Context: an optimization exercise on an open-source flow, tuned for small area, a short achievable clock period and few clock cycles. The choices shown serve that exercise and are no tape-out recipe.
Only simulation tests tie the RTL to the original design; equivalence was not proved.

==> flow/design.v (outline; a module is shown in full before it is edited, if it fits) <==
// module fisr_mul_cs: 1433 lines
// module fisr_mul_a: 29 lines
// module fisr_mul_b: 68 lines
// module fast_inverse_sqrt_top: 254 lines
module fast_inverse_sqrt_top (
   input  wire         clock,
   input  wire         reset,
   input  wire         req_valid,
   output wire         req_ready,
   input  wire  [31:0] req_value_bits,
   output wire         rsp_valid,
   input  wire         rsp_ready,
   output wire  [31:0] rsp_inv_sqrt_bits
);
  // ...
==> flow/run.sh <==
#!/bin/bash
# synth_recipe.tcl (not shown) runs the flow's synth.tcl, then flattens the netlist and writes it again
# the make line also repeats each setting of config.mk as NAME=value (left out here)
make -C /OpenROAD-flow-scripts/flow DESIGN_CONFIG=/design/flow/config.mk WORK_HOME=/design/flow/orfs CLKGATE_MAP_FILE= SYNTH_SCRIPT=/design/flow/synth_recipe.tcl finish
==> flow/config.mk <==
export PLATFORM = sky130hd
export DESIGN_NAME = fast_inverse_sqrt_top
export DESIGN_NICKNAME = fast_inverse_sqrt_top
export VERILOG_FILES = /design/flow/design.v
export SDC_FILE = /design/flow/constraint.sdc
export NUM_CORES = 4
export LEC_CHECK = 0
export CAP_MARGIN = 20
export CORE_MARGIN = 2
export CORE_UTILIZATION = 40
export SLEW_MARGIN = 20
==> flow/constraint.sdc <==
create_clock -name core_clock -period 18.0 [get_ports {clock}]
set_input_delay 3.6000 -clock core_clock [delete_from_list [all_inputs] [get_ports {clock}]]
set_output_delay 3.6000 -clock core_clock [all_outputs]
set_load 0.01 [all_outputs]
==> flow_summary.rst, run 1 <==
.. list-table::
   :header-rows: 1

   * - Metric
     - Value
   * - CP top delay family
     - compound AO/OA/AOI/OAI gates
   * - Worst hold margin
     - 0.412 ns
   * - Capturing point of the worst reg2reg path
     - o_d[24]$_DFFE_PN_
   * - Top-area cell type share of the netlist area
     - 23.1%
   * - Multi-input gates
     - 7434
   * - Kind of end point of the critical path
     - flip-flop
   * - TritonCTS clock tree
     - built
   * - Final hold viol count
     - 0
   * - Most heavily used metal layer in global routing
     - met2
   * - Core Box Area
     - 0.227 mm^2
   * - Post-route insts no fill
     - 12600
   * - Non-clock buffer share
     - 2.69%
   * - CTS root buf
     - sky130_fd_sc_hd__clkbuf_16
   * - Total of hold buffers inserted after clock tree synthesis
     - 0
   * - Status
     - no timing/DRC/antenna violations
   * - Share of the yosys chip area belonging to registers
     - 24.0%
   * - Count of clock-net buffers in the final layout
     - 101
   * - Non-clock inverter instance count of the final layout
     - 947
   * - Via count normalized by instance count
     - 6.14
   * - Global Route met3 Usage
     - 3.85%
   * - Crit path largest cell delay
     - 0.83 ns
   * - Sequential cells
     - 746
   * - Total length of routed wires
     - 316 mm
   * - Most frequent cells after synthesis
     - sky130_fd_sc_hd__inv_1, sky130_fd_sc_hd__fa_1, sky130_fd_sc_hd__a22oi_1
   * - Largest net degree at the start of global routing
     - 161
   * - Accumulated negative setup slack
     - 0 ns
Testbench counts, summed over its fixed seeds: cycles 24,080.
==> module fisr_mul_a, before the edit <==
module fisr_mul_a (
   input  wire  [35:0] fa,
   input  wire  [35:0] fb,
   output logic [25:0] hi_a,
   output logic [25:0] hi_b,
   output logic        c22,
   output logic        stlo,
   output logic [9:0]  es,
   output logic        sgn,
   output logic        nan,
   output logic        inf,
   output logic        zero
);
   logic [47:0] ra, rb;
   logic [22:0] lo;
   fisr_mul_cs u_cs (.a({1'b1, fa[22:0]}), .b({1'b1, fb[22:0]}), .ra(ra), .rb(rb));
   always_comb begin
      lo   = {1'b0, ra[21:0]} + {1'b0, rb[21:0]};
      c22  = lo[22];
      stlo = |lo[21:0];
      hi_a = ra[47:22];
      hi_b = rb[47:22];
      es   = {fa[31], fa[31:23]} + {fb[31], fb[31:23]} - 10'd127;
      sgn  = fa[32] ^ fb[32];
      nan  = fa[35] | fb[35] | (fa[34] & fb[33]) | (fb[34] & fa[33]);
      inf  = fa[34] | fb[34];
      zero = fa[33] | fb[33];
   end
endmodule
==> module fisr_mul_b, before the edit <==
module fisr_mul_b (
   input  wire  [25:0] hi_a,
   input  wire  [25:0] hi_b,
   input  wire         c22,
   input  wire         stlo,
   input  wire  [9:0]  es,
   input  wire         sgn,
   input  wire         nan,
   input  wire         inf,
   input  wire         zero,
   output logic [35:0] f,
   output logic [31:0] w
);
   logic [25:0] s;
   logic        n, g, st, guard, lsb, sticky, rnd, carry, zfin, ovf;
   logic [23:0] u, um, r, mask, ush;
   logic [24:0] x, inc;
   logic [9:0]  er, eo, nsh;
   logic [4:0]  sh;
   logic [30:0] z, zw;
   always_comb begin
      s  = hi_a + hi_b + {25'b0, c22};
      n  = s[25];
      u  = n ? s[25:2] : s[24:1];
      g  = n ? s[1] : s[0];
      st = stlo | (n & s[0]);
      er = es + {9'b0, n};
      nsh = 10'd1 - er;
      if (!er[9] && er != 10'd0) sh = 5'd0;
      else if (nsh > 10'd25) sh = 5'd25;
      else sh = nsh[4:0];
      x = {u, g};
      for (int i = 0; i < 24; i++) mask[i] = (i < sh);
      guard  = 1'b0;
      lsb    = 1'b0;
      sticky = st;
      for (int i = 0; i < 25; i++) begin
         if (i == sh) guard = x[i];
         if (i < sh) sticky = sticky | x[i];
      end
      for (int i = 0; i < 24; i++) begin
         if (i == sh) lsb = u[i];
      end
      rnd   = guard & (sticky | lsb);
      um    = u | mask;
      inc   = {1'b0, um} + 25'd1;
      carry = rnd & inc[24];
      r     = (rnd ? inc[23:0] : u) & ~mask;
      eo    = er + {9'b0, carry};
      zfin  = !carry && (sh >= 5'd24);
      ovf   = !eo[9] && (eo >= 10'd255);
      f[35] = nan;
      f[34] = !nan && (inf || (!zero && ovf));
      f[33] = !nan && !inf && (zero || zfin);
      f[32] = sgn;
      f[31:23] = eo[8:0];
      f[22:0]  = r[22:0];
      ush = u >> sh;
      if (sh == 5'd0) z = {er[7:0], u[22:0]};
      else z = {8'b0, ush[22:0]};
      zw = z + {30'b0, rnd};
      if (nan) w = fisr_pkg::CANON_NAN;
      else if (inf) w = {sgn, 8'hFF, 23'b0};
      else if (zero) w = {sgn, 31'b0};
      else if (!er[9] && er >= 10'd255) w = {sgn, 8'hFF, 23'b0};
      else w = {sgn, zw};
   end
endmodule
==> module fast_inverse_sqrt_top, before the edit <==
module fast_inverse_sqrt_top (
   input  wire         clock,
   input  wire         reset,
   input  wire         req_valid,
   output wire         req_ready,
   input  wire  [31:0] req_value_bits,
   output wire         rsp_valid,
   input  wire         rsp_ready,
   output wire  [31:0] rsp_inv_sqrt_bits
);
   logic        en;
   logic        o_v, k_v;
   logic [31:0] o_d, k_d;
   logic        s0_v, s1_v, s2_v, s3_v, s4_v, s5_v, s6_v, s7_v, s8_v;
   assign en        = ~k_v;
   assign req_ready = en;
   assign rsp_valid = o_v;
   assign rsp_inv_sqrt_bits = o_d;
   logic [31:0] s0_x;
   logic [35:0] s1_hx, s1_y;
   logic [25:0] s2_ha, s2_hb;
   logic        s2_c22, s2_stlo, s2_sgn, s2_nan, s2_inf, s2_zero;
   logic [9:0]  s2_es;
   logic [35:0] s2_y;
   logic [35:0] s3_p, s3_y;
   logic [25:0] s4_ha, s4_hb;
   logic        s4_c22, s4_stlo, s4_sgn, s4_nan, s4_inf, s4_zero;
   logic [9:0]  s4_es;
   logic [35:0] s4_y;
   logic [35:0] s5_t, s5_y;
   logic [27:0] s6_sum;
   logic [7:0]  s6_eg;
   logic        s6_sgn, s6_nan, s6_inf;
   logic [35:0] s6_y;
   logic [35:0] s7_d, s7_y;
   logic [25:0] s8_ha, s8_hb;
   logic        s8_c22, s8_stlo, s8_sgn, s8_nan, s8_inf, s8_zero;
   logic [9:0]  s8_es;
   logic [7:0]  xe;
   logic [22:0] xf;
   logic [31:0] yr;
   logic        x_nan, x_inf, x_zero, hx_small, y_sub;
   logic [23:0] q2, nin, nout;
   logic [4:0]  nk;
   logic [28:0] nres;
   logic [35:0] hx1, y1;
   always_comb begin
      xe = s0_x[30:23];
      xf = s0_x[22:0];
      x_nan  = (xe == 8'hFF) && (xf != '0);
      x_inf  = (xe == 8'hFF) && (xf == '0);
      x_zero = (xe == 8'h00) && (xf == '0);
      hx_small = (xe[7:1] == 7'd0);
      q2 = {2'b0, xe[0], xf[22:1]} + {23'b0, xf[0] & xf[1]};
      yr = fisr_pkg::RSQRT_MAGIC - {s0_x[31], s0_x[31:1]};
      y_sub = (yr[30:23] == 8'h00) && (yr[22:0] != '0);
      nin  = y_sub ? {1'b0, yr[22:0]} : q2;
      nres = fisr_pkg::norm24(nin);
      nk   = nres[28:24];
      nout = nres[23:0];
      hx1[35] = x_nan;
      hx1[34] = x_inf;
      hx1[33] = x_zero || (hx_small && (q2 == '0));
      hx1[32] = s0_x[31];
      if (hx_small) begin
         hx1[31:23] = 9'd1 - {4'b0, nk};
         hx1[22:0]  = nout[22:0];
      end else begin
         hx1[31:23] = {1'b0, xe} - 9'd1;
         hx1[22:0]  = xf;
      end
      y1[35] = (yr[30:23] == 8'hFF) && (yr[22:0] != '0);
      y1[34] = (yr[30:23] == 8'hFF) && (yr[22:0] == '0);
      y1[33] = (yr[30:0] == '0);
      y1[32] = yr[31];
      if (y_sub) begin
         y1[31:23] = 9'd1 - {4'b0, nk};
         y1[22:0]  = nout[22:0];
      end else begin
         y1[31:23] = {1'b0, yr[30:23]};
         y1[22:0]  = yr[22:0];
      end
   end
   logic [25:0] m2_ha, m2_hb;
   logic        m2_c22, m2_stlo, m2_sgn, m2_nan, m2_inf, m2_zero;
   logic [9:0]  m2_es;
   logic [35:0] p3;
   logic [31:0] p3_w;
   fisr_mul_a u_pa (.fa(s1_hx), .fb(s1_y), .hi_a(m2_ha), .hi_b(m2_hb), .c22(m2_c22),
                    .stlo(m2_stlo), .es(m2_es), .sgn(m2_sgn), .nan(m2_nan), .inf(m2_inf),
                    .zero(m2_zero));
   fisr_mul_b u_pb (.hi_a(s2_ha), .hi_b(s2_hb), .c22(s2_c22), .stlo(s2_stlo), .es(s2_es),
                    .sgn(s2_sgn), .nan(s2_nan), .inf(s2_inf), .zero(s2_zero), .f(p3), .w(p3_w));
   logic [25:0] m4_ha, m4_hb;
   logic        m4_c22, m4_stlo, m4_sgn, m4_nan, m4_inf, m4_zero;
   logic [9:0]  m4_es;
   logic [35:0] t5;
   logic [31:0] t5_w;
   fisr_mul_a u_ta (.fa(s3_p), .fb(s3_y), .hi_a(m4_ha), .hi_b(m4_hb), .c22(m4_c22),
                    .stlo(m4_stlo), .es(m4_es), .sgn(m4_sgn), .nan(m4_nan), .inf(m4_inf),
                    .zero(m4_zero));
   fisr_mul_b u_tb (.hi_a(s4_ha), .hi_b(s4_hb), .c22(s4_c22), .stlo(s4_stlo), .es(s4_es),
                    .sgn(s4_sgn), .nan(s4_nan), .inf(s4_inf), .zero(s4_zero), .f(t5), .w(t5_w));
   logic        t_big, t_sub;
   logic [9:0]  te, dd;
   logic [26:0] a27, s27, bs, smask;
   logic [27:0] sum6;
   logic [7:0]  eg6;
   logic        sgn6;
   always_comb begin
      te    = {s5_t[31], s5_t[31:23]};
      t_big = !s5_t[33] && !te[9] && ((te > 10'd127) || ((te == 10'd127) && (s5_t[22:0] > 23'h400000)));
      t_sub = ~s5_t[32];
      if (t_big) begin
         eg6 = te[7:0];
         dd  = te - 10'd127;
         a27 = {1'b1, s5_t[22:0], 3'b0};
         s27 = {1'b1, 23'h400000, 3'b0};
      end else begin
         eg6 = 8'd127;
         dd  = 10'd127 - te;
         a27 = {1'b1, 23'h400000, 3'b0};
         s27 = {1'b1, s5_t[22:0], 3'b0};
      end
      smask = (27'd1 << dd[4:0]) - 27'd1;
      if (s5_t[33]) begin
         bs = '0;
      end else if (dd >= 10'd27) begin
         bs = 27'd1;
      end else begin
         bs = (s27 >> dd[4:0]) | {26'b0, (s27 & smask) != '0};
      end
      sum6 = t_sub ? ({1'b0, a27} - {1'b0, bs}) : ({1'b0, a27} + {1'b0, bs});
      sgn6 = s5_t[34] ? t_sub : (t_big & t_sub);
   end
   logic [28:0] n7;
   logic [26:0] n27;
   logic [9:0]  be;
   logic [24:0] mr;
   logic        g7, st7;
   logic [35:0] d7;
   logic [9:0]  e7;
   always_comb begin
      n7  = fisr_pkg::norm24(s6_sum[26:3]);
      if (s6_sum[27]) begin
         n27 = {s6_sum[27:2], s6_sum[1] | s6_sum[0]};
         be  = {2'b0, s6_eg} + 10'd1;
      end else begin
         n27 = s6_sum[26:0] << n7[28:24];
         be  = {2'b0, s6_eg} - {5'b0, n7[28:24]};
      end
      g7  = n27[2];
      st7 = n27[1] | n27[0];
      mr  = {1'b0, n27[26:3]} + {24'b0, g7 & (st7 | n27[3])};
      e7  = be + {9'b0, mr[24]};
      d7[35] = s6_nan;
      d7[34] = !s6_nan && (s6_inf || (!e7[9] && e7 >= 10'd255));
      d7[33] = !s6_nan && !s6_inf && (s6_sum == '0);
      d7[32] = s6_inf ? s6_sgn : (s6_sgn && (s6_sum != '0));
      d7[31:23] = e7[8:0];
      d7[22:0]  = mr[22:0];
   end
   logic [25:0] m8_ha, m8_hb;
   logic        m8_c22, m8_stlo, m8_sgn, m8_nan, m8_inf, m8_zero;
   logic [9:0]  m8_es;
   logic [35:0] r9_f;
   logic [31:0] r9;
   fisr_mul_a u_ra (.fa(s7_y), .fb(s7_d), .hi_a(m8_ha), .hi_b(m8_hb), .c22(m8_c22),
                    .stlo(m8_stlo), .es(m8_es), .sgn(m8_sgn), .nan(m8_nan), .inf(m8_inf),
                    .zero(m8_zero));
   fisr_mul_b u_rb (.hi_a(s8_ha), .hi_b(s8_hb), .c22(s8_c22), .stlo(s8_stlo), .es(s8_es),
                    .sgn(s8_sgn), .nan(s8_nan), .inf(s8_inf), .zero(s8_zero), .f(r9_f), .w(r9));
   logic push;
   assign push = en & s8_v;
   always_ff @(posedge clock) begin
      if (reset) begin
         s0_v <= 1'b0;
         s1_v <= 1'b0;
         s2_v <= 1'b0;
         s3_v <= 1'b0;
         s4_v <= 1'b0;
         s5_v <= 1'b0;
         s6_v <= 1'b0;
         s7_v <= 1'b0;
         s8_v <= 1'b0;
         o_v  <= 1'b0;
         k_v  <= 1'b0;
      end else begin
         if (en) begin
            s0_v <= req_valid;
            s1_v <= s0_v;
            s2_v <= s1_v;
            s3_v <= s2_v;
            s4_v <= s3_v;
            s5_v <= s4_v;
            s6_v <= s5_v;
            s7_v <= s6_v;
            s8_v <= s7_v;
         end
         o_v <= (o_v & ~rsp_ready) | k_v | push;
         k_v <= (k_v | push) & o_v & ~rsp_ready;
      end
   end
   always_ff @(posedge clock) begin
      if (!o_v || rsp_ready) o_d <= k_v ? k_d : r9;
      if (en) begin
         k_d    <= r9;
         s0_x   <= req_value_bits;
         s1_hx  <= hx1;
         s1_y   <= y1;
         s2_ha  <= m2_ha;
         s2_hb  <= m2_hb;
         s2_c22 <= m2_c22;
         s2_stlo <= m2_stlo;
         s2_es  <= m2_es;
         s2_sgn <= m2_sgn;
         s2_nan <= m2_nan;
         s2_inf <= m2_inf;
         s2_zero <= m2_zero;
         s2_y   <= s1_y;
         s3_p   <= p3;
         s3_y   <= s2_y;
         s4_ha  <= m4_ha;
         s4_hb  <= m4_hb;
         s4_c22 <= m4_c22;
         s4_stlo <= m4_stlo;
         s4_es  <= m4_es;
         s4_sgn <= m4_sgn;
         s4_nan <= m4_nan;
         s4_inf <= m4_inf;
         s4_zero <= m4_zero;
         s4_y   <= s3_y;
         s5_t   <= t5;
         s5_y   <= s4_y;
         s6_sum <= sum6;
         s6_eg  <= eg6;
         s6_sgn <= sgn6;
         s6_nan <= s5_t[35];
         s6_inf <= s5_t[34];
         s6_y   <= s5_y;
         s7_d   <= d7;
         s7_y   <= s6_y;
         s8_ha  <= m8_ha;
         s8_hb  <= m8_hb;
         s8_c22 <= m8_c22;
         s8_stlo <= m8_stlo;
         s8_es  <= m8_es;
         s8_sgn <= m8_sgn;
         s8_nan <= m8_nan;
         s8_inf <= m8_inf;
         s8_zero <= m8_zero;
      end
   end
endmodule
==> inputs of run 2 (changes only) <==
--- a/flow/design.v
+++ b/flow/design.v
@@ -19,2 +19,18 @@
    endfunction
+   function automatic logic [4:0] lzc24(input logic [23:0] v);
+      logic [4:0] k;
+      k = 5'd24;
+      for (int i = 0; i < 24; i++) begin
+         if (v[i]) k = 5'(23 - i);
+      end
+      lzc24 = k;
+   endfunction
+   function automatic logic [4:0] tzc24(input logic [23:0] v);
+      logic [4:0] k;
+      k = '0;
+      for (int i = 23; i >= 0; i--) begin
+         if (v[i]) k = 5'(i);
+      end
+      tzc24 = k;
+   endfunction
 endpackage
@@ -1470,2 +1486,3 @@
    logic [22:0] lo;
+   logic [5:0]  tz;
    fisr_mul_cs u_cs (.a({1'b1, fa[22:0]}), .b({1'b1, fb[22:0]}), .ra(ra), .rb(rb));
@@ -1474,3 +1491,4 @@
       c22  = lo[22];
-      stlo = |lo[21:0];
+      tz   = {1'b0, fisr_pkg::tzc24({1'b1, fa[22:0]})} + {1'b0, fisr_pkg::tzc24({1'b1, fb[22:0]})};
+      stlo = (tz < 6'd22);
       hi_a = ra[47:22];
@@ -1494,43 +1512,59 @@
    input  wire         zero,
-   output logic [35:0] f,
-   output logic [31:0] w
+   output logic [35:0] f
 );
+   logic [27:0] sx;
    logic [25:0] s;
    logic        n, g, st, guard, lsb, sticky, rnd, carry, zfin, ovf;
-   logic [23:0] u, um, r, mask, ush;
-   logic [24:0] x, inc;
-   logic [9:0]  er, eo, nsh;
-   logic [4:0]  sh;
-   logic [30:0] z, zw;
+   logic [23:0] u, r, mask, mask0, mask1, um0, um1;
+   logic [24:0] x, inc, inc0, inc1, th, th0, th1, oh, oh0, oh1;
+   logic [9:0]  er, eo, er1, er2;
+   logic        ov0, ov0c, ov1, ov1c;
+   logic [4:0]  sh, sh0, sh1;
    always_comb begin
-      s  = hi_a + hi_b + {25'b0, c22};
+      sx = {1'b0, hi_a, 1'b1} + {1'b0, hi_b, c22};
+      s  = sx[26:1];
       n  = s[25];
-      u  = n ? s[25:2] : s[24:1];
-      g  = n ? s[1] : s[0];
-      st = stlo | (n & s[0]);
-      er = es + {9'b0, n};
-      nsh = 10'd1 - er;
-      if (!er[9] && er != 10'd0) sh = 5'd0;
-      else if (nsh > 10'd25) sh = 5'd25;
-      else sh = nsh[4:0];
-      x = {u, g};
-      for (int i = 0; i < 24; i++) mask[i] = (i < sh);
-      guard  = 1'b0;
-      lsb    = 1'b0;
-      sticky = st;
+      er1 = es + 10'd1;
+      er2 = es + 10'd2;
+      ov0  = !es[9] && (es >= 10'd255);
+      ov0c = !es[9] && (es >= 10'd254);
+      ov1  = !es[9] && (es >= 10'd254);
+      ov1c = !es[9] && (es >= 10'd253);
+      if (!es[9] && es != 10'd0) sh0 = 5'd0;
+      else if ($signed(es) < -10'sd24) sh0 = 5'd25;
+      else sh0 = 5'(10'd1 - es);
+      if (!er1[9] && er1 != 10'd0) sh1 = 5'd0;
+      else if ($signed(er1) < -10'sd24) sh1 = 5'd25;
+      else sh1 = 5'(10'd1 - er1);
       for (int i = 0; i < 25; i++) begin
-         if (i == sh) guard = x[i];
-         if (i < sh) sticky = sticky | x[i];
-      end
-      for (int i = 0; i < 24; i++) begin
-         if (i == sh) lsb = u[i];
+         th0[i] = (i < sh0);
+         th1[i] = (i < sh1);
+         oh0[i] = (i == sh0);
+         oh1[i] = (i == sh1);
       end
-      rnd   = guard & (sticky | lsb);
-      um    = u | mask;
-      inc   = {1'b0, um} + 25'd1;
-      carry = rnd & inc[24];
-      r     = (rnd ? inc[23:0] : u) & ~mask;
-      eo    = er + {9'b0, carry};
-      zfin  = !carry && (sh >= 5'd24);
-      ovf   = !eo[9] && (eo >= 10'd255);
+      mask0 = th0[23:0];
+      mask1 = th1[23:0];
+      um0   = s[24:1] | mask0;
+      um1   = s[25:2] | mask1;
+      inc0  = {1'b0, um0} + 25'd1;
+      inc1  = {1'b0, um1} + 25'd1;
+      u    = n ? s[25:2] : s[24:1];
+      g    = n ? s[1] : s[0];
+      st   = stlo | (n & s[0]);
+      er   = n ? er1 : es;
+      sh   = n ? sh1 : sh0;
+      th   = n ? th1 : th0;
+      oh   = n ? oh1 : oh0;
+      mask = n ? mask1 : mask0;
+      inc  = n ? inc1 : inc0;
+      x      = {u, g};
+      guard  = |(x & oh);
+      lsb    = |(u & oh[23:0]);
+      sticky = st | (|(x & th));
+      rnd    = guard & (sticky | lsb);
+      carry  = rnd & inc[24];
+      r      = (rnd ? inc[23:0] : u) & ~mask;
+      eo     = carry ? (n ? er2 : er1) : er;
+      zfin   = !carry && (sh >= 5'd24);
+      ovf    = n ? (carry ? ov1c : ov1) : (carry ? ov0c : ov0);
       f[35] = nan;
@@ -1541,11 +1575,2 @@
       f[22:0]  = r[22:0];
-      ush = u >> sh;
-      if (sh == 5'd0) z = {er[7:0], u[22:0]};
-      else z = {8'b0, ush[22:0]};
-      zw = z + {30'b0, rnd};
-      if (nan) w = fisr_pkg::CANON_NAN;
-      else if (inf) w = {sgn, 8'hFF, 23'b0};
-      else if (zero) w = {sgn, 31'b0};
-      else if (!er[9] && er >= 10'd255) w = {sgn, 8'hFF, 23'b0};
-      else w = {sgn, zw};
    end
@@ -1565,3 +1590,3 @@
    logic [31:0] o_d, k_d;
-   logic        s0_v, s1_v, s2_v, s3_v, s4_v, s5_v, s6_v, s7_v, s8_v;
+   logic        s0_v, sa_v, s1_v, s2_v, s3_v, s4_v, s5_v, s6_v, s7_v, s8_v, s9_v;
    assign en        = ~k_v;
@@ -1571,2 +1596,7 @@
    logic [31:0] s0_x;
+   logic [31:0] sa_yr;
+   logic [23:0] sa_hm;
+   logic [7:0]  sa_xe;
+   logic [4:0]  sa_k;
+   logic        sa_xs, sa_nan, sa_inf, sa_zero, sa_small, sa_ysel;
    logic [35:0] s1_hx, s1_y;
@@ -1590,10 +1620,8 @@
    logic [9:0]  s8_es;
+   logic [35:0] s9_r;
    logic [7:0]  xe;
    logic [22:0] xf;
-   logic [31:0] yr;
-   logic        x_nan, x_inf, x_zero, hx_small, y_sub;
-   logic [23:0] q2, nin, nout;
-   logic [4:0]  nk;
-   logic [28:0] nres;
-   logic [35:0] hx1, y1;
+   logic        a_small, a_ysel;
+   logic [23:0] a_q2, a_hm, a_nin;
+   logic [31:0] a_yr;
    always_comb begin
@@ -1601,34 +1629,36 @@
       xf = s0_x[22:0];
-      x_nan  = (xe == 8'hFF) && (xf != '0);
-      x_inf  = (xe == 8'hFF) && (xf == '0);
-      x_zero = (xe == 8'h00) && (xf == '0);
-      hx_small = (xe[7:1] == 7'd0);
-      q2 = {2'b0, xe[0], xf[22:1]} + {23'b0, xf[0] & xf[1]};
-      yr = fisr_pkg::RSQRT_MAGIC - {s0_x[31], s0_x[31:1]};
-      y_sub = (yr[30:23] == 8'h00) && (yr[22:0] != '0);
-      nin  = y_sub ? {1'b0, yr[22:0]} : q2;
-      nres = fisr_pkg::norm24(nin);
-      nk   = nres[28:24];
-      nout = nres[23:0];
-      hx1[35] = x_nan;
-      hx1[34] = x_inf;
-      hx1[33] = x_zero || (hx_small && (q2 == '0));
-      hx1[32] = s0_x[31];
-      if (hx_small) begin
-         hx1[31:23] = 9'd1 - {4'b0, nk};
+      a_small = (xe[7:1] == 7'd0);
+      a_q2 = {2'b0, xe[0], xf[22:1]} + {23'b0, xf[0] & xf[1]};
+      a_hm = a_small ? a_q2 : {1'b1, xf};
+      a_yr = fisr_pkg::RSQRT_MAGIC - {s0_x[31], s0_x[31:1]};
+      a_ysel = s0_x[31] && !a_small;
+      a_nin  = a_ysel ? {1'b0, a_yr[22:0]} : a_q2;
+   end
+   logic        y_sub;
+   logic [23:0] nout;
+   logic [35:0] hx1, y1;
+   always_comb begin
+      nout  = (sa_ysel ? {1'b0, sa_yr[22:0]} : sa_hm) << sa_k;
+      y_sub = (sa_yr[30:23] == 8'h00) && (sa_yr[22:0] != '0);
+      hx1[35] = (sa_xe == 8'hFF) && sa_nan;
+      hx1[34] = (sa_xe == 8'hFF) && !sa_nan;
+      hx1[33] = sa_zero || (sa_small && (sa_hm == '0));
+      hx1[32] = sa_xs;
+      if (sa_small) begin
+         hx1[31:23] = 9'd1 - {4'b0, sa_k};
          hx1[22:0]  = nout[22:0];
       end else begin
-         hx1[31:23] = {1'b0, xe} - 9'd1;
-         hx1[22:0]  = xf;
+         hx1[31:23] = {1'b0, sa_xe} - 9'd1;
+         hx1[22:0]  = sa_hm[22:0];
       end
-      y1[35] = (yr[30:23] == 8'hFF) && (yr[22:0] != '0);
-      y1[34] = (yr[30:23] == 8'hFF) && (yr[22:0] == '0);
-      y1[33] = (yr[30:0] == '0);
-      y1[32] = yr[31];
+      y1[35] = (sa_yr[30:23] == 8'hFF) && (sa_yr[22:0] != '0);
+      y1[34] = (sa_yr[30:23] == 8'hFF) && (sa_yr[22:0] == '0);
+      y1[33] = (sa_yr[30:0] == '0);
+      y1[32] = sa_yr[31];
       if (y_sub) begin
-         y1[31:23] = 9'd1 - {4'b0, nk};
+         y1[31:23] = 9'd1 - {4'b0, sa_k};
          y1[22:0]  = nout[22:0];
       end else begin
-         y1[31:23] = {1'b0, yr[30:23]};
-         y1[22:0]  = yr[22:0];
+         y1[31:23] = {1'b0, sa_yr[30:23]};
+         y1[22:0]  = sa_yr[22:0];
       end
@@ -1639,3 +1669,2 @@
    logic [35:0] p3;
-   logic [31:0] p3_w;
    fisr_mul_a u_pa (.fa(s1_hx), .fb(s1_y), .hi_a(m2_ha), .hi_b(m2_hb), .c22(m2_c22),
@@ -1644,3 +1673,3 @@
    fisr_mul_b u_pb (.hi_a(s2_ha), .hi_b(s2_hb), .c22(s2_c22), .stlo(s2_stlo), .es(s2_es),
-                    .sgn(s2_sgn), .nan(s2_nan), .inf(s2_inf), .zero(s2_zero), .f(p3), .w(p3_w));
+                    .sgn(s2_sgn), .nan(s2_nan), .inf(s2_inf), .zero(s2_zero), .f(p3));
    logic [25:0] m4_ha, m4_hb;
@@ -1649,3 +1678,2 @@
    logic [35:0] t5;
-   logic [31:0] t5_w;
    fisr_mul_a u_ta (.fa(s3_p), .fb(s3_y), .hi_a(m4_ha), .hi_b(m4_hb), .c22(m4_c22),
@@ -1654,6 +1682,7 @@
    fisr_mul_b u_tb (.hi_a(s4_ha), .hi_b(s4_hb), .c22(s4_c22), .stlo(s4_stlo), .es(s4_es),
-                    .sgn(s4_sgn), .nan(s4_nan), .inf(s4_inf), .zero(s4_zero), .f(t5), .w(t5_w));
-   logic        t_big, t_sub;
-   logic [9:0]  te, dd;
-   logic [26:0] a27, s27, bs, smask;
+                    .sgn(s4_sgn), .nan(s4_nan), .inf(s4_inf), .zero(s4_zero), .f(t5));
+   logic [8:0]  te;
+   logic        t_big, t_sub, t_far;
+   logic [4:0]  dt, dc;
+   logic [26:0] tsh, csh, tmask, cmask, a27, bs;
    logic [27:0] sum6;
@@ -1662,23 +1691,23 @@
    always_comb begin
-      te    = {s5_t[31], s5_t[31:23]};
-      t_big = !s5_t[33] && !te[9] && ((te > 10'd127) || ((te == 10'd127) && (s5_t[22:0] > 23'h400000)));
+      te    = s5_t[31:23];
+      t_big = !s5_t[33] && !te[8] && ((te > 9'd127) || ((te == 9'd127) && (s5_t[22:0] > 23'h400000)));
       t_sub = ~s5_t[32];
+      dt    = ~te[4:0];
+      t_far = te[8] || (te < 9'd101);
+      tsh   = {1'b1, s5_t[22:0], 3'b0} >> dt;
+      tmask = (27'd1 << dt) - 27'd1;
+      dc    = te[4:0] + 5'd1;
+      csh   = {2'b11, 25'b0} >> dc;
+      cmask = (27'd1 << dc) - 27'd1;
       if (t_big) begin
          eg6 = te[7:0];
-         dd  = te - 10'd127;
          a27 = {1'b1, s5_t[22:0], 3'b0};
-         s27 = {1'b1, 23'h400000, 3'b0};
+         if (te >= 9'd154) bs = 27'd1;
+         else bs = csh | {26'b0, ({2'b11, 25'b0} & cmask) != '0};
       end else begin
          eg6 = 8'd127;
-         dd  = 10'd127 - te;
-         a27 = {1'b1, 23'h400000, 3'b0};
-         s27 = {1'b1, s5_t[22:0], 3'b0};
-      end
-      smask = (27'd1 << dd[4:0]) - 27'd1;
-      if (s5_t[33]) begin
-         bs = '0;
-      end else if (dd >= 10'd27) begin
-         bs = 27'd1;
-      end else begin
-         bs = (s27 >> dd[4:0]) | {26'b0, (s27 & smask) != '0};
+         a27 = {2'b11, 25'b0};
+         if (s5_t[33]) bs = '0;
+         else if (t_far) bs = 27'd1;
+         else bs = tsh | {26'b0, ({1'b1, s5_t[22:0], 3'b0} & tmask) != '0};
       end
@@ -1687,22 +1716,28 @@
    end
-   logic [28:0] n7;
-   logic [26:0] n27;
-   logic [9:0]  be;
+   logic [26:0] f27, nn27;
+   logic [9:0]  fbe, nbe, e7;
+   logic [4:0]  lz7;
+   logic        near7, g7, st7;
    logic [24:0] mr;
-   logic        g7, st7;
    logic [35:0] d7;
-   logic [9:0]  e7;
    always_comb begin
-      n7  = fisr_pkg::norm24(s6_sum[26:3]);
       if (s6_sum[27]) begin
-         n27 = {s6_sum[27:2], s6_sum[1] | s6_sum[0]};
-         be  = {2'b0, s6_eg} + 10'd1;
+         f27 = {s6_sum[27:2], s6_sum[1] | s6_sum[0]};
+         fbe = {2'b0, s6_eg} + 10'd1;
+      end else if (s6_sum[26]) begin
+         f27 = s6_sum[26:0];
+         fbe = {2'b0, s6_eg};
       end else begin
-         n27 = s6_sum[26:0] << n7[28:24];
-         be  = {2'b0, s6_eg} - {5'b0, n7[28:24]};
+         f27 = {s6_sum[25:0], 1'b0};
+         fbe = {2'b0, s6_eg} - 10'd1;
       end
-      g7  = n27[2];
-      st7 = n27[1] | n27[0];
-      mr  = {1'b0, n27[26:3]} + {24'b0, g7 & (st7 | n27[3])};
-      e7  = be + {9'b0, mr[24]};
+      g7  = f27[2];
+      st7 = f27[1] | f27[0];
+      mr  = {1'b0, f27[26:3]} + {24'b0, g7 & (st7 | f27[3])};
+      near7 = (s6_sum[27:25] == 3'b000);
+      lz7  = fisr_pkg::lzc24(s6_sum[26:3]);
+      nn27 = s6_sum[26:0] << lz7;
+      nbe  = {2'b0, s6_eg} - {5'b0, lz7};
+      if (near7) e7 = nbe;
+      else e7 = fbe + {9'b0, mr[24]};
       d7[35] = s6_nan;
@@ -1712,3 +1747,3 @@
       d7[31:23] = e7[8:0];
-      d7[22:0]  = mr[22:0];
+      d7[22:0]  = near7 ? nn27[25:3] : mr[22:0];
    end
@@ -1717,4 +1752,3 @@
    logic [9:0]  m8_es;
-   logic [35:0] r9_f;
-   logic [31:0] r9;
+   logic [35:0] r9;
    fisr_mul_a u_ra (.fa(s7_y), .fb(s7_d), .hi_a(m8_ha), .hi_b(m8_hb), .c22(m8_c22),
@@ -1723,5 +1757,15 @@
    fisr_mul_b u_rb (.hi_a(s8_ha), .hi_b(s8_hb), .c22(s8_c22), .stlo(s8_stlo), .es(s8_es),
-                    .sgn(s8_sgn), .nan(s8_nan), .inf(s8_inf), .zero(s8_zero), .f(r9_f), .w(r9));
+                    .sgn(s8_sgn), .nan(s8_nan), .inf(s8_inf), .zero(s8_zero), .f(r9));
+   logic [23:0] rfrac;
+   logic [31:0] rw;
+   always_comb begin
+      rfrac = {1'b1, s9_r[22:0]} >> (5'd1 - s9_r[27:23]);
+      if (s9_r[35]) rw = fisr_pkg::CANON_NAN;
+      else if (s9_r[34]) rw = {s9_r[32], 8'hFF, 23'b0};
+      else if (s9_r[33]) rw = {s9_r[32], 31'b0};
+      else if (s9_r[31] || s9_r[31:23] == 9'd0) rw = {s9_r[32], 8'h00, rfrac[22:0]};
+      else rw = {s9_r[32], s9_r[30:0]};
+   end
    logic push;
-   assign push = en & s8_v;
+   assign push = en & s9_v;
    always_ff @(posedge clock) begin
@@ -1729,2 +1773,3 @@
          s0_v <= 1'b0;
+         sa_v <= 1'b0;
          s1_v <= 1'b0;
@@ -1737,2 +1782,3 @@
          s8_v <= 1'b0;
+         s9_v <= 1'b0;
          o_v  <= 1'b0;
@@ -1742,3 +1788,4 @@
             s0_v <= req_valid;
-            s1_v <= s0_v;
+            sa_v <= s0_v;
+            s1_v <= sa_v;
             s2_v <= s1_v;
@@ -1750,2 +1797,3 @@
             s8_v <= s7_v;
+            s9_v <= s8_v;
          end
@@ -1756,49 +1804,59 @@
    always_ff @(posedge clock) begin
-      if (!o_v || rsp_ready) o_d <= k_v ? k_d : r9;
+      if (!o_v || rsp_ready) o_d <= k_v ? k_d : rw;
       if (en) begin
-         k_d    <= r9;
-         s0_x   <= req_value_bits;
-         s1_hx  <= hx1;
-         s1_y   <= y1;
-         s2_ha  <= m2_ha;
-         s2_hb  <= m2_hb;
-         s2_c22 <= m2_c22;
-         s2_stlo <= m2_stlo;
-         s2_es  <= m2_es;
-         s2_sgn <= m2_sgn;
-         s2_nan <= m2_nan;
-         s2_inf <= m2_inf;
-         s2_zero <= m2_zero;
-         s2_y   <= s1_y;
-         s3_p   <= p3;
-         s3_y   <= s2_y;
-         s4_ha  <= m4_ha;
-         s4_hb  <= m4_hb;
-         s4_c22 <= m4_c22;
-         s4_stlo <= m4_stlo;
-         s4_es  <= m4_es;
-         s4_sgn <= m4_sgn;
-         s4_nan <= m4_nan;
-         s4_inf <= m4_inf;
-         s4_zero <= m4_zero;
-         s4_y   <= s3_y;
-         s5_t   <= t5;
-         s5_y   <= s4_y;
-         s6_sum <= sum6;
-         s6_eg  <= eg6;
-         s6_sgn <= sgn6;
-         s6_nan <= s5_t[35];
-         s6_inf <= s5_t[34];
-         s6_y   <= s5_y;
-         s7_d   <= d7;
-         s7_y   <= s6_y;
-         s8_ha  <= m8_ha;
-         s8_hb  <= m8_hb;
-         s8_c22 <= m8_c22;
-         s8_stlo <= m8_stlo;
-         s8_es  <= m8_es;
-         s8_sgn <= m8_sgn;
-         s8_nan <= m8_nan;
-         s8_inf <= m8_inf;
-         s8_zero <= m8_zero;
+         k_d      <= rw;
+         s0_x     <= req_value_bits;
+         sa_yr    <= a_yr;
+         sa_hm    <= a_hm;
+         sa_xe    <= xe;
+         sa_k     <= fisr_pkg::lzc24(a_nin);
+         sa_xs    <= s0_x[31];
+         sa_nan   <= (xf != '0);
+         sa_zero  <= (xe == 8'h00) && (xf == '0);
+         sa_small <= a_small;
+         sa_ysel  <= a_ysel;
+         s1_hx    <= hx1;
+         s1_y     <= y1;
+         s2_ha    <= m2_ha;
+         s2_hb    <= m2_hb;
+         s2_c22   <= m2_c22;
+         s2_stlo  <= m2_stlo;
+         s2_es    <= m2_es;
+         s2_sgn   <= m2_sgn;
+         s2_nan   <= m2_nan;
+         s2_inf   <= m2_inf;
+         s2_zero  <= m2_zero;
+         s2_y     <= s1_y;
+         s3_p     <= p3;
+         s3_y     <= s2_y;
+         s4_ha    <= m4_ha;
+         s4_hb    <= m4_hb;
+         s4_c22   <= m4_c22;
+         s4_stlo  <= m4_stlo;
+         s4_es    <= m4_es;
+         s4_sgn   <= m4_sgn;
+         s4_nan   <= m4_nan;
+         s4_inf   <= m4_inf;
+         s4_zero  <= m4_zero;
+         s4_y     <= s3_y;
+         s5_t     <= t5;
+         s5_y     <= s4_y;
+         s6_sum   <= sum6;
+         s6_eg    <= eg6;
+         s6_sgn   <= sgn6;
+         s6_nan   <= s5_t[35];
+         s6_inf   <= s5_t[34];
+         s6_y     <= s5_y;
+         s7_d     <= d7;
+         s7_y     <= s6_y;
+         s8_ha    <= m8_ha;
+         s8_hb    <= m8_hb;
+         s8_c22   <= m8_c22;
+         s8_stlo  <= m8_stlo;
+         s8_es    <= m8_es;
+         s8_sgn   <= m8_sgn;
+         s8_nan   <= m8_nan;
+         s8_inf   <= m8_inf;
+         s8_zero  <= m8_zero;
+         s9_r     <= r9;
       end
==> flow/flow/run.sh (new file) <==
#!/bin/bash
# The standard layout, with timing repair aimed at a tighter setup slack
# than the 18 ns clock needs, so that the achieved period shrinks. The clock
# period and all constraints are the design's own.
set -euo pipefail
cd "$(dirname "$0")/.."
bash standard.sh SETUP_SLACK_MARGIN=12 finish > make_finish.log 2>&1
==> flow/standard.sh (new file) <==
#!/bin/bash
# synth_recipe.tcl (not shown) runs the flow's synth.tcl, then flattens the netlist and writes it again
# the make line also repeats each setting of config.mk as NAME=value (left out here)
make -C /OpenROAD-flow-scripts/flow DESIGN_CONFIG=/design/flow/config.mk WORK_HOME=/design/flow/orfs CLKGATE_MAP_FILE= SYNTH_SCRIPT=/design/flow/synth_recipe.tcl "${@:-finish}"
removed: flow/run.sh
==> run 2 against run 1 <==
  * Still clean on timing, DRC and antenna
  * Highest routed layer unchanged
  * Clock skew rose by 0.027 ns
  * Setup slack improved by 4.7 ns
  * Area after synthesis rose by 8.7%
  * Global-route usage rose by 0.35 points
==> flow_summary.rst, run 2 <==
.. list-table::
   :header-rows: 1

   * - Metric
     - Value
   * - Maximum fanout along the worst path
     - 8 (was 26)
   * - Final global-route overflow total
     - 0 (unchanged)
   * - First-pass GRT wire length
     - 529 mm (was 481 mm)
   * - Final Skew
     - 0.0625 ns (was 0.0356 ns)
   * - Count of antenna-violating nets left after detailed routing
     - 0 (unchanged)
   * - Count of buffers from port buffering
     - 69 (unchanged)
   * - Path type of the worst setup path
     - reg2reg (unchanged)
   * - Signal arrival time at the worst endpoint
     - 7.47 ns (was 12.14 ns)
   * - Initial DRT Pass Iterations
     - 6 (was 7)
   * - Largest net degree at the start of global routing
     - 219 (was 161)
   * - Global placement routability congestion
     - 0.981 (was 0.968)
   * - Number of synthesized flops with an enable pin
     - 813 (was 703)
   * - Bufs on Longest Clock Path
     - 3 (unchanged)
   * - Die W
     - 503 um (was 482 um)
   * - Capturing point of the worst reg2reg path
     - s6_sum[22]$_DFFE_PN_ (was o_d[24]$_DFFE_PN_)
   * - Yosys warnings
     - 3 (unchanged)
   * - Async set-or-reset flop fraction in the synthesized netlist
     - 0% (unchanged)
   * - TritonCTS clock tree
     - built (unchanged)
   * - Number of top-level pins
     - 70 (unchanged)
   * - Placement-stage cell area
     - 0.103 mm^2 (was 0.0952 mm^2)
   * - CTS root buf
     - sky130_fd_sc_hd__clkbuf_16 (unchanged)
   * - Number of core rows
     - 183 (was 175)
   * - Nature of the critical path startpoint
     - flip-flop (unchanged)
   * - Register-to-register path setup slack
     - 11.00 ns (was 6.28 ns)
   * - Non-Filler Cell Area, Final
     - 0.110 mm^2 (was 0.0981 mm^2)
   * - Top-area cell type share of the netlist area
     - 24.6% (was 23.1%)
   * - Final Critical Period
     - 7.00 ns (was 11.72 ns)
   * - Dominant synthesized flop cell
     - sky130_fd_sc_hd__edfxtp_1 (unchanged)
   * - Total setup violations reported at the end of the flow
     - 0 (unchanged)
   * - Count of pins over their slew limit
     - 0 (unchanged)
   * - Clock-pin slew reported for the worst setup and hold paths after clock tree synthesis
     - 0.06 ns (was 0.07 ns)
   * - Antenna violations before repair
     - 7 (was 5)
   * - Ratio of cells with drive above 1 in the final layout
     - 10.0% (was 6.81%)
   * - Synthesized netlist cell count
     - 10900 (was 9849)
   * - Number of clock sinks
     - 858 (was 746)
   * - Clock latency on the worst-skew pair
     - 0.77 ns (was 0.73 ns)
   * - Most frequently used cell type in the post-synthesis netlist
     - sky130_fd_sc_hd__inv_1 (unchanged)
   * - Flop and latch count out of synthesis
     - 858 (was 746)
   * - Core Box Area
     - 0.248 mm^2 (was 0.227 mm^2)
   * - Worst relative slew slack
     - 20.7% (was 24.3%)
   * - Worst hold margin
     - 0.414 ns (was 0.412 ns)
   * - H-tree lvl count
     - 3 (unchanged)
   * - Share of the yosys chip area belonging to registers
     - 25.5% (was 24.0%)
   * - Startpoint of the worst-slack reg-to-reg timing path
     - s5_t[23]$_DFFE_PN_ (was s8_ha[8]$_DFFE_PN_)
   * - Number of global-route vias before repair
     - 86500 (was 78300)
   * - DRC
     - 0 (unchanged)
   * - FF-to-FF path depth
     - 35 (unchanged)
   * - Utilization after layout
     - 44.3% (was 43.1%)
   * - RSZ-0062 raised after global routing
     - yes (was no)
   * - Overall routing resource usage
     - 26.9% (was 26.6%)
   * - Count of nets after finishing
     - 11900 (was 10800)
   * - Number of vias in the routed layout
     - 86100 (was 77500)
   * - Max Clk Rate
     - 143 MHz (was 85.3 MHz)
   * - Hold Crit Endpoint
     - s5_y[11]$_DFFE_PN_ (was s3_y[13]$_DFFE_PN_)
   * - Crit path largest cell delay
     - 0.43 ns (was 0.83 ns)
   * - Slowest-stage cell, CP
     - sky130_fd_sc_hd__or4_4 (was sky130_fd_sc_hd__a21oi_1)
   * - Total length of routed wires
     - 350 mm (was 316 mm)
   * - Nets in the synthesized netlist
     - 12100 (was 11100)
   * - Fraction of the cycle the final worst path needs
     - 38.9% (was 65.1%)
   * - Worst Max-Slew Pin Slew
     - 1.19 ns (was 1.12 ns)
   * - Highest-count cells in the layout ignoring fill and taps
     - sky130_fd_sc_hd__inv_1, sky130_fd_sc_hd__nand2_1, sky130_fd_sc_hd__edfxtp_1, sky130_fd_sc_hd__a22oi_1, sky130_fd_sc_hd__fa_1 (was sky130_fd_sc_hd__inv_1, sky130_fd_sc_hd__fa_1, sky130_fd_sc_hd__a22oi_1, sky130_fd_sc_hd__edfxtp_1, sky130_fd_sc_hd__xnor2_1)
   * - Worst setup startpoint
     - s5_t[23]$_DFFE_PN_ (was s8_ha[8]$_DFFE_PN_)
   * - Syn Std Cell Area
     - 0.0994 mm^2 (was 0.0914 mm^2)
   * - Number of instances on the worst hold path
     - 0 (unchanged)
   * - Accumulated negative setup slack
     - 0 ns (unchanged)
   * - Largest family of logic cells by synthesized area
     - adder cells (unchanged)
   * - Cell types occupying the most area after synthesis
     - sky130_fd_sc_hd__edfxtp_1, sky130_fd_sc_hd__fa_1, sky130_fd_sc_hd__xnor2_1 (unchanged)
   * - Max-cap check violation count
     - 0 (unchanged)
   * - Portion of netlist area occupied by mux cells
     - 3.55% (was 3.13%)
   * - Die Y-Extent
     - 503 um (was 482 um)
   * - Post-synthesis simple-gate area fraction
     - 12.6% (was 11.9%)
   * - Hold path startpoint
     - s4_y[11]$_DFFE_PN_ (was s2_y[13]$_DFFE_PN_)
   * - Most common cell after layout, fill and taps aside
     - sky130_fd_sc_hd__inv_1 (unchanged)
   * - Data required, critical path
     - 18.47 ns (was 18.42 ns)
   * - Wire per inst
     - 24.9 um (was 25.0 um)
   * - Starting density of the core
     - 40.1% (was 40.2%)
   * - Post-synthesis compound-gate area fraction
     - 19.2% (was 19.9%)
   * - Via count normalized by instance count
     - 6.14 (about the same)
   * - Area growth from synthesis to final layout
     - 10.4% (was 7.22%)
   * - Final hold viol count
     - 0 (unchanged)
   * - Library cells used by synthesis
     - 121 (was 126)
   * - Xor and xnor area share after synthesis
     - 10.8% (was 11.1%)
   * - Post-DP HPWL
     - 249 mm (was 228 mm)
   * - Class of the most critical hold timing path
     - reg2reg (unchanged)
   * - Most frequent cells after synthesis
     - sky130_fd_sc_hd__inv_1, sky130_fd_sc_hd__nand2_1, sky130_fd_sc_hd__edfxtp_1 (was sky130_fd_sc_hd__inv_1, sky130_fd_sc_hd__fa_1, sky130_fd_sc_hd__a22oi_1)
   * - Library cell with the largest summed area after synthesis
     - sky130_fd_sc_hd__edfxtp_1 (unchanged)
   * - Starting DRT DRC Count
     - 9240 (was 7853)
   * - Post-Synthesis Mean Instance Area
     - 9.16 um^2 (was 9.28 um^2)
   * - Kind of end point of the critical path
     - flip-flop (unchanged)
   * - Status
     - no timing/DRC/antenna violations (unchanged)
   * - Total clock buffers created by CTS
     - 92 (was 86)
   * - Adder-cell share of the synthesized area
     - 21.4% (was 22.8%)
   * - Area of the die
     - 0.253 mm^2 (was 0.232 mm^2)
run 2: cell count changes after synthesis, sizes merged, moves of 66 or more:
cell / change
edfxtp: +110
nor2: +105
xor2: +70
nand2: +234
clkbuf: +92
a21oi: +119
o21ai: +66
run 2: final cells by class:
type                    count  area (um^2)
clock buffers             107         2390
clock inverters            62          701
flip-flops and latches    858        25300
multi-input cells        8205        69000
well taps                3330         4170
repair buffers            514         4530
inverters                 955         3650
diodes                      1         2.50
fillers                 23800       138000
run 2: logic make-up (layout without fill, tap and decap cells):
kind of cell / Yosys count / count (layout)
AO/OA/AOI/OAI: 2809 / 2812
XOR/XNOR: 1226 / 1226
adder cells (fa/ha/maj): 1238 / 1238
buffers and inverters: 1797 / 1638
flip-flops: 858 / 858
multiplexers: 302 / 303
other: 0 / 1
AND/OR/NAND/NOR: 2621 / 2626
run 2: repair_timing:
| action | in CTS | in global routing |
|---|---|---|
| gates resized for setup | 183 | 223 |
| endpoints found under the setup margin | 130 | 103 |
| endpoints found under the hold margin | 0 | 0 |
| hold buffers | 0 | 0 |
| pin swaps | 51 | 48 |
| buffers inserted | 123 | 55 |
| cloned | 7 | 6 |
run 2: worst max-delay path by stage:
stage	to	slack, ns	cells past startpoint
final	s6_sum[22]$_DFFE_PN_	11.00	35
after global routing	s6_sum[22]$_DFFE_PN_	10.79	35
after CTS	s6_sum[22]$_DFFE_PN_	11.07	33
after detailed placement	s6_sum[26]$_DFFE_PN_	8.52	31
after global placement	s6_sum[26]$_DFFE_PN_	8.17	32
after floorplan	o_d[23]$_DFFE_PN_	4.33	4
run 2: through the flow:
step	setup WS (ns)	std cells
detailed placement	8.52	13700
CTS	11.07	14000
global placement	8.17	13700
global route	10.79	14000
finish	11.00	14000
floorplan	4.33	10900
run 2: critical path, delay by kind of cell, from the launching register on:
kind,cells,cell delay (ns)
AND/OR/NAND/NOR,7,1.56
AO/OA/AOI/OAI,17,2.90
buffers and inverters,6,0.88
XOR/XNOR,2,0.24
adder cells (fa/ha/maj),3,0.74
flip-flops,1,0.39
run 2: metal layers:
metal  share of wire [%]  track usage (%)  up-vias  routed length [um]
met2                  48             45.0     4268              167000
met4                 5.1             12.4        2               17900
li1                    -                -    38100                   -
met1                  39             33.9    42700              137000
met3                 7.9             4.58     1022               27800
met5              0.0037                0        -                  13
Testbench counts of run 2, summed over its fixed seeds: cycles 24,096.
==> inputs of run 3 (changes only) <==
--- a/flow/design.v
+++ b/flow/design.v
@@ -1474,4 +1474,4 @@
    input  wire  [35:0] fb,
-   output logic [25:0] hi_a,
-   output logic [25:0] hi_b,
+   output logic [35:0] hi_a,
+   output logic [35:0] hi_b,
    output logic        c22,
@@ -1485,3 +1485,3 @@
    logic [47:0] ra, rb;
-   logic [22:0] lo;
+   logic [12:0] lo;
    logic [5:0]  tz;
@@ -1489,8 +1489,8 @@
    always_comb begin
-      lo   = {1'b0, ra[21:0]} + {1'b0, rb[21:0]};
-      c22  = lo[22];
+      lo   = {1'b0, ra[11:0]} + {1'b0, rb[11:0]};
+      c22  = lo[12];
       tz   = {1'b0, fisr_pkg::tzc24({1'b1, fa[22:0]})} + {1'b0, fisr_pkg::tzc24({1'b1, fb[22:0]})};
       stlo = (tz < 6'd22);
-      hi_a = ra[47:22];
-      hi_b = rb[47:22];
+      hi_a = ra[47:12];
+      hi_b = rb[47:12];
       es   = {fa[31], fa[31:23]} + {fb[31], fb[31:23]} - 10'd127;
@@ -1503,4 +1503,4 @@
 module fisr_mul_b (
-   input  wire  [25:0] hi_a,
-   input  wire  [25:0] hi_b,
+   input  wire  [35:0] hi_a,
+   input  wire  [35:0] hi_b,
    input  wire         c22,
@@ -1514,3 +1514,3 @@
 );
-   logic [27:0] sx;
+   logic [37:0] sx;
    logic [25:0] s;
@@ -1524,3 +1524,3 @@
       sx = {1'b0, hi_a, 1'b1} + {1'b0, hi_b, c22};
-      s  = sx[26:1];
+      s  = sx[36:11];
       n  = s[25];
@@ -1590,5 +1590,6 @@
    logic [31:0] o_d, k_d;
-   logic        s0_v, sa_v, s1_v, s2_v, s3_v, s4_v, s5_v, s6_v, s7_v, s8_v, s9_v;
+   logic        s0_v, sa_v, s1_v, s2_v, s3_v, s4_v, s5_v, s6_v, s6b_v, s7_v, s8_v, s9_v;
+   logic        rr;
    assign en        = ~k_v;
-   assign req_ready = en;
+   assign req_ready = rr;
    assign rsp_valid = o_v;
@@ -1602,3 +1603,3 @@
    logic [35:0] s1_hx, s1_y;
-   logic [25:0] s2_ha, s2_hb;
+   logic [35:0] s2_ha, s2_hb;
    logic        s2_c22, s2_stlo, s2_sgn, s2_nan, s2_inf, s2_zero;
@@ -1607,3 +1608,3 @@
    logic [35:0] s3_p, s3_y;
-   logic [25:0] s4_ha, s4_hb;
+   logic [35:0] s4_ha, s4_hb;
    logic        s4_c22, s4_stlo, s4_sgn, s4_nan, s4_inf, s4_zero;
@@ -1612,8 +1613,12 @@
    logic [35:0] s5_t, s5_y;
-   logic [27:0] s6_sum;
+   logic [26:0] s6_a27, s6_bs;
    logic [7:0]  s6_eg;
-   logic        s6_sgn, s6_nan, s6_inf;
+   logic        s6_sub, s6_sgn, s6_nan, s6_inf;
    logic [35:0] s6_y;
+   logic [27:0] s6b_sum;
+   logic [7:0]  s6b_eg;
+   logic        s6b_sgn, s6b_nan, s6b_inf;
+   logic [35:0] s6b_y;
    logic [35:0] s7_d, s7_y;
-   logic [25:0] s8_ha, s8_hb;
+   logic [35:0] s8_ha, s8_hb;
    logic        s8_c22, s8_stlo, s8_sgn, s8_nan, s8_inf, s8_zero;
@@ -1665,3 +1670,3 @@
    end
-   logic [25:0] m2_ha, m2_hb;
+   logic [35:0] m2_ha, m2_hb;
    logic        m2_c22, m2_stlo, m2_sgn, m2_nan, m2_inf, m2_zero;
@@ -1674,3 +1679,3 @@
                     .sgn(s2_sgn), .nan(s2_nan), .inf(s2_inf), .zero(s2_zero), .f(p3));
-   logic [25:0] m4_ha, m4_hb;
+   logic [35:0] m4_ha, m4_hb;
    logic        m4_c22, m4_stlo, m4_sgn, m4_nan, m4_inf, m4_zero;
@@ -1713,5 +1718,5 @@
       end
-      sum6 = t_sub ? ({1'b0, a27} - {1'b0, bs}) : ({1'b0, a27} + {1'b0, bs});
       sgn6 = s5_t[34] ? t_sub : (t_big & t_sub);
    end
+   assign sum6 = s6_sub ? ({1'b0, s6_a27} - {1'b0, s6_bs}) : ({1'b0, s6_a27} + {1'b0, s6_bs});
    logic [26:0] f27, nn27;
@@ -1723,11 +1728,11 @@
    always_comb begin
-      if (s6_sum[27]) begin
-         f27 = {s6_sum[27:2], s6_sum[1] | s6_sum[0]};
-         fbe = {2'b0, s6_eg} + 10'd1;
-      end else if (s6_sum[26]) begin
-         f27 = s6_sum[26:0];
-         fbe = {2'b0, s6_eg};
+      if (s6b_sum[27]) begin
+         f27 = {s6b_sum[27:2], s6b_sum[1] | s6b_sum[0]};
+         fbe = {2'b0, s6b_eg} + 10'd1;
+      end else if (s6b_sum[26]) begin
+         f27 = s6b_sum[26:0];
+         fbe = {2'b0, s6b_eg};
       end else begin
-         f27 = {s6_sum[25:0], 1'b0};
-         fbe = {2'b0, s6_eg} - 10'd1;
+         f27 = {s6b_sum[25:0], 1'b0};
+         fbe = {2'b0, s6b_eg} - 10'd1;
       end
@@ -1736,12 +1741,12 @@
       mr  = {1'b0, f27[26:3]} + {24'b0, g7 & (st7 | f27[3])};
-      near7 = (s6_sum[27:25] == 3'b000);
-      lz7  = fisr_pkg::lzc24(s6_sum[26:3]);
-      nn27 = s6_sum[26:0] << lz7;
-      nbe  = {2'b0, s6_eg} - {5'b0, lz7};
+      near7 = (s6b_sum[27:25] == 3'b000);
+      lz7  = fisr_pkg::lzc24(s6b_sum[26:3]);
+      nn27 = s6b_sum[26:0] << lz7;
+      nbe  = {2'b0, s6b_eg} - {5'b0, lz7};
       if (near7) e7 = nbe;
       else e7 = fbe + {9'b0, mr[24]};
-      d7[35] = s6_nan;
-      d7[34] = !s6_nan && (s6_inf || (!e7[9] && e7 >= 10'd255));
-      d7[33] = !s6_nan && !s6_inf && (s6_sum == '0);
-      d7[32] = s6_inf ? s6_sgn : (s6_sgn && (s6_sum != '0));
+      d7[35] = s6b_nan;
+      d7[34] = !s6b_nan && (s6b_inf || (!e7[9] && e7 >= 10'd255));
+      d7[33] = !s6b_nan && !s6b_inf && (s6b_sum == '0);
+      d7[32] = s6b_inf ? s6b_sgn : (s6b_sgn && (s6b_sum != '0));
       d7[31:23] = e7[8:0];
@@ -1749,3 +1754,3 @@
    end
-   logic [25:0] m8_ha, m8_hb;
+   logic [35:0] m8_ha, m8_hb;
    logic        m8_c22, m8_stlo, m8_sgn, m8_nan, m8_inf, m8_zero;
@@ -1780,2 +1785,3 @@
          s6_v <= 1'b0;
+         s6b_v <= 1'b0;
          s7_v <= 1'b0;
@@ -1785,2 +1791,3 @@
          k_v  <= 1'b0;
+         rr   <= 1'b1;
       end else begin
@@ -1795,3 +1802,4 @@
             s6_v <= s5_v;
-            s7_v <= s6_v;
+            s6b_v <= s6_v;
+            s7_v <= s6b_v;
             s8_v <= s7_v;
@@ -1801,2 +1809,3 @@
          k_v <= (k_v | push) & o_v & ~rsp_ready;
+         rr  <= ~((k_v | push) & o_v & ~rsp_ready);
       end
@@ -1843,3 +1852,5 @@
          s5_y     <= s4_y;
-         s6_sum   <= sum6;
+         s6_a27   <= a27;
+         s6_bs    <= bs;
+         s6_sub   <= t_sub;
          s6_eg    <= eg6;
@@ -1850,3 +1861,9 @@
          s7_d     <= d7;
-         s7_y     <= s6_y;
+         s6b_sum  <= sum6;
+         s6b_eg   <= s6_eg;
+         s6b_sgn  <= s6_sgn;
+         s6b_nan  <= s6_nan;
+         s6b_inf  <= s6_inf;
+         s6b_y    <= s6_y;
+         s7_y     <= s6b_y;
          s8_ha    <= m8_ha;
--- a/flow/flow/run.sh
+++ b/flow/flow/run.sh
@@ -6,2 +6,2 @@
 cd "$(dirname "$0")/.."
-bash standard.sh SETUP_SLACK_MARGIN=12 finish > make_finish.log 2>&1
+bash standard.sh SETUP_SLACK_MARGIN=12.3 finish > make_finish.log 2>&1
==> run 3 against run 2 <==
  * Global-route usage increased by 0.14 points
  * Critical endpoint is now s5_t[27]$_DFFE_PN_
  * Synthesized cell count increased by 6.0%
  * Die area increased by 7.8%
  * Critical path depth decreased by 17
  * Final cell count increased by 6.2%
  * Hold slack got worse by 0.0045 ns
  * Setup slack improved by 1.3 ns
  * Wire length increased by 9.0%
  * Still clean on timing, DRC and antenna
  * Sequential share of layout area increased by 2.3 points
  * Sequential cell count increased by 160
  * Non-clock buffer count unchanged
  * Fmax increased by 24%
  * Highest routed layer unchanged
==> flow_summary.rst, run 3 <==
.. list-table::
   :header-rows: 1

   * - Metric
     - Value
   * - Status
     - no timing/DRC/antenna violations (unchanged)
   * - Maximum fanout along the worst path
     - 16 (was 8)
   * - Bufs on Longest Clock Path
     - 4 (was 3)
   * - Final Skew
     - 0.0690 ns (was 0.0625 ns)
   * - Library cell with the largest summed area after synthesis
     - sky130_fd_sc_hd__edfxtp_1 (unchanged)
   * - Fraction of the cycle the final worst path needs
     - 31.5% (was 38.9%)
   * - Async set-or-reset flop fraction in the synthesized netlist
     - 0% (unchanged)
   * - Synthesized netlist cell count
     - 11500 (was 10900)
   * - Worst relative slew slack
     - 21.6% (was 20.7%)
   * - Library cells used by synthesis
     - 141 (was 121)
   * - Worst hold margin
     - 0.409 ns (was 0.414 ns)
   * - Accumulated negative setup slack
     - 0 ns (unchanged)
   * - Utilization after layout
     - 44.4% (was 44.3%)
   * - Dominant synthesized flop cell
     - sky130_fd_sc_hd__edfxtp_1 (unchanged)
   * - Area of the die
     - 0.272 mm^2 (was 0.253 mm^2)
   * - Area growth from synthesis to final layout
     - 10.7% (was 10.4%)
   * - Signal arrival time at the worst endpoint
     - 6.27 ns (was 7.47 ns)
   * - Die W
     - 522 um (was 503 um)
   * - Class of the most critical hold timing path
     - reg2reg (unchanged)
   * - Number of synthesized flops with an enable pin
     - 971 (was 813)
   * - Data required, critical path
     - 18.60 ns (was 18.47 ns)
   * - Max-cap check violation count
     - 0 (unchanged)
   * - Initial DRT Pass Iterations
     - 6 (unchanged)
   * - Highest-count cells in the layout ignoring fill and taps
     - sky130_fd_sc_hd__inv_1, sky130_fd_sc_hd__edfxtp_1, sky130_fd_sc_hd__nand2_1, sky130_fd_sc_hd__fa_1, sky130_fd_sc_hd__a22oi_1 (was sky130_fd_sc_hd__inv_1, sky130_fd_sc_hd__nand2_1, sky130_fd_sc_hd__edfxtp_1, sky130_fd_sc_hd__a22oi_1, sky130_fd_sc_hd__fa_1)
   * - Antenna violations before repair
     - 14 (was 7)
   * - Most frequently used cell type in the post-synthesis netlist
     - sky130_fd_sc_hd__inv_1 (unchanged)
   * - Count of nets after finishing
     - 12500 (was 11900)
   * - Core Box Area
     - 0.267 mm^2 (was 0.248 mm^2)
   * - Nets in the synthesized netlist
     - 12800 (was 12100)
   * - Syn Std Cell Area
     - 0.107 mm^2 (was 0.0994 mm^2)
   * - Number of core rows
     - 190 (was 183)
   * - Global placement routability congestion
     - 0.992 (was 0.981)
   * - Ratio of cells with drive above 1 in the final layout
     - 10.4% (was 10.0%)
   * - Most common cell after layout, fill and taps aside
     - sky130_fd_sc_hd__inv_1 (unchanged)
   * - Worst Max-Slew Pin Slew
     - 1.17 ns (was 1.19 ns)
   * - Starting density of the core
     - 40.1% (about the same)
   * - Final Critical Period
     - 5.67 ns (was 7.00 ns)
   * - Number of instances on the worst hold path
     - 0 (unchanged)
   * - H-tree lvl count
     - 3 (unchanged)
   * - Clock-pin slew reported for the worst setup and hold paths after clock tree synthesis
     - 0.06 ns (about the same)
   * - Total setup violations reported at the end of the flow
     - 0 (unchanged)
   * - Number of global-route vias before repair
     - 90500 (was 86500)
run 3: cell types whose count changed after synthesis, moves of 32 or more:
| cell | previous run | this run |
|---|---|---|
| sky130_fd_sc_hd__a31oi_1 | 110 | 72 |
| sky130_fd_sc_hd__edfxtp_1 | 813 | 971 |
| sky130_fd_sc_hd__inv_1 | 933 | 985 |
| sky130_fd_sc_hd__nand3_1 | 182 | 214 |
| sky130_fd_sc_hd__a21oi_1 | 525 | 624 |
| sky130_fd_sc_hd__o21ai_0 | 445 | 410 |
| sky130_fd_sc_hd__nor2_1 | 614 | 677 |
| sky130_fd_sc_hd__nor3_1 | 238 | 283 |
run 3: what timing repair did:
item                                    in CTS  in global routing
gates cloned                                 5                  6
resized for setup                          181                240
pin swaps                                   18                 54
endpoints found under the setup margin     109                106
buffers inserted                            53                110
hold buffers                                 0                  0
hold endpoints to repair                     0                  0
run 3: kinds of logic (layout without fill, tap and decap cells):
| kind of cell | Yosys count | after routing | share of synthesized area (%) |
|---|---|---|---|
| buf+inv | 1910 | 1748 | 6.89 |
| xor+xnor | 1211 | 1211 | 9.93 |
| mux | 310 | 310 | 3.34 |
| compound gates | 2981 | 2983 | 19.0 |
| other cells | 0 | 1 | 0 |
| simple gates | 2824 | 2826 | 12.7 |
| fa+ha+maj | 1252 | 1252 | 20.0 |
| flops | 1018 | 1018 | 28.1 |
run 3: final timing paths:
kind	start	end	slack, ns
max	s4_es[0]$_DFFE_PN_	s5_t[27]$_DFFE_PN_	12.33
min reg2reg	s2_y[10]$_DFFE_PN_	s3_y[10]$_DFFE_PN_	0.41
max reg2reg	s4_es[0]$_DFFE_PN_	s5_t[27]$_DFFE_PN_	12.33
min	s2_y[10]$_DFFE_PN_	s3_y[10]$_DFFE_PN_	0.41
run 3: worst max-delay path, stage by stage (launching register included):
cell and delay (ns):
sky130_fd_sc_hd__edfxtp_1 0.47, sky130_fd_sc_hd__buf_4 0.29, sky130_fd_sc_hd__ha_4 0.25, sky130_fd_sc_hd__inv_2 0.13, sky130_fd_sc_hd__or3_1 0.46, sky130_fd_sc_hd__a21oi_4 0.38, sky130_fd_sc_hd__a21oi_4 0.15, sky130_fd_sc_hd__buf_4 0.20
sky130_fd_sc_hd__nor2_4 0.26, sky130_fd_sc_hd__nand2_1 0.11, sky130_fd_sc_hd__nor4_1 0.61, sky130_fd_sc_hd__nand2_1 0.24, sky130_fd_sc_hd__nand4_1 0.20, sky130_fd_sc_hd__a2bb2oi_1 0.09, sky130_fd_sc_hd__o2111a_1 0.19, sky130_fd_sc_hd__and3_1 0.28
sky130_fd_sc_hd__or2_4 0.30, sky130_fd_sc_hd__o311a_1 0.29, sky130_fd_sc_hd__or4_1 0.51
run 3: cell type report:
type                       count  area, um^2
fill                       25600      149000
clock inverter                80         946
sequential                  1018       30100
multi-input combinational   8582       71800
inverter                    1011        3830
tap                         3552        4440
timing repair buffer         514        4420
antenna                        1        2.50
clock buffer                 143        3160
run 3: metrics by stage:
| stage | setup slack (ns) | cells | area [um^2] |
|---|---|---|---|
| floorplan | 2.98 | 11500 | 107000 |
| global placement | 10.36 | 14500 | 111000 |
| detailed placement | 10.44 | 14500 | 111000 |
| CTS | 12.21 | 14800 | 117000 |
| global route | 12.23 | 14900 | 119000 |
| finish | 12.33 | 14900 | 119000 |
run 3: per-layer routing:
| metal | GRT usage [%] | up-vias | part of all wire [%] |
|---|---|---|---|
| li1 | - | 40500 | - |
| met1 | 34.3 | 45200 | 40 |
| met2 | 44.9 | 4432 | 47 |
| met3 | 4.25 | 1069 | 7.6 |
| met4 | 13.2 | 2 | 5.3 |
| met5 | 0 | - | 0.0052 |
Testbench counts of run 3, summed over its fixed seeds: cycles 24,104.

[what the ideal ports hide]
How much do the figures lean on ideal ports? The routed layouts below were timed once more, with nothing changed but the port constraints.
Step 1 assumes that a clkbuf_16 drives the clock port and a buf_2 every other input.
Step 2 times the ports against the registers' clock, not the clock port: input delays grow and output delays shrink by t, the midpoint of the rising clock arrivals with the driver on.
a / b / c = ideal / step 1 / step 2; a / b = the first two.
| run | t (ns) | slack for setup (ns) | hold WS [ns] | worst data-port slew with drivers (ns) |
|---|---|---|---|---|
| run 1 | 0.808 | 6.279 / 6.279 / 6.279 | 0.412 / 0.412 / 0.412 | 0.06 |
| run 2 | 0.833 | 10.998 / 10.998 / 10.998 | 0.414 / 0.414 / 0.414 | 0.05 |
| run 3 | 0.942 | 12.332 / 12.332 / 12.332 | 0.409 / 0.409 / 0.409 | 0.04 |
After both steps setup and hold are still met in every run listed.
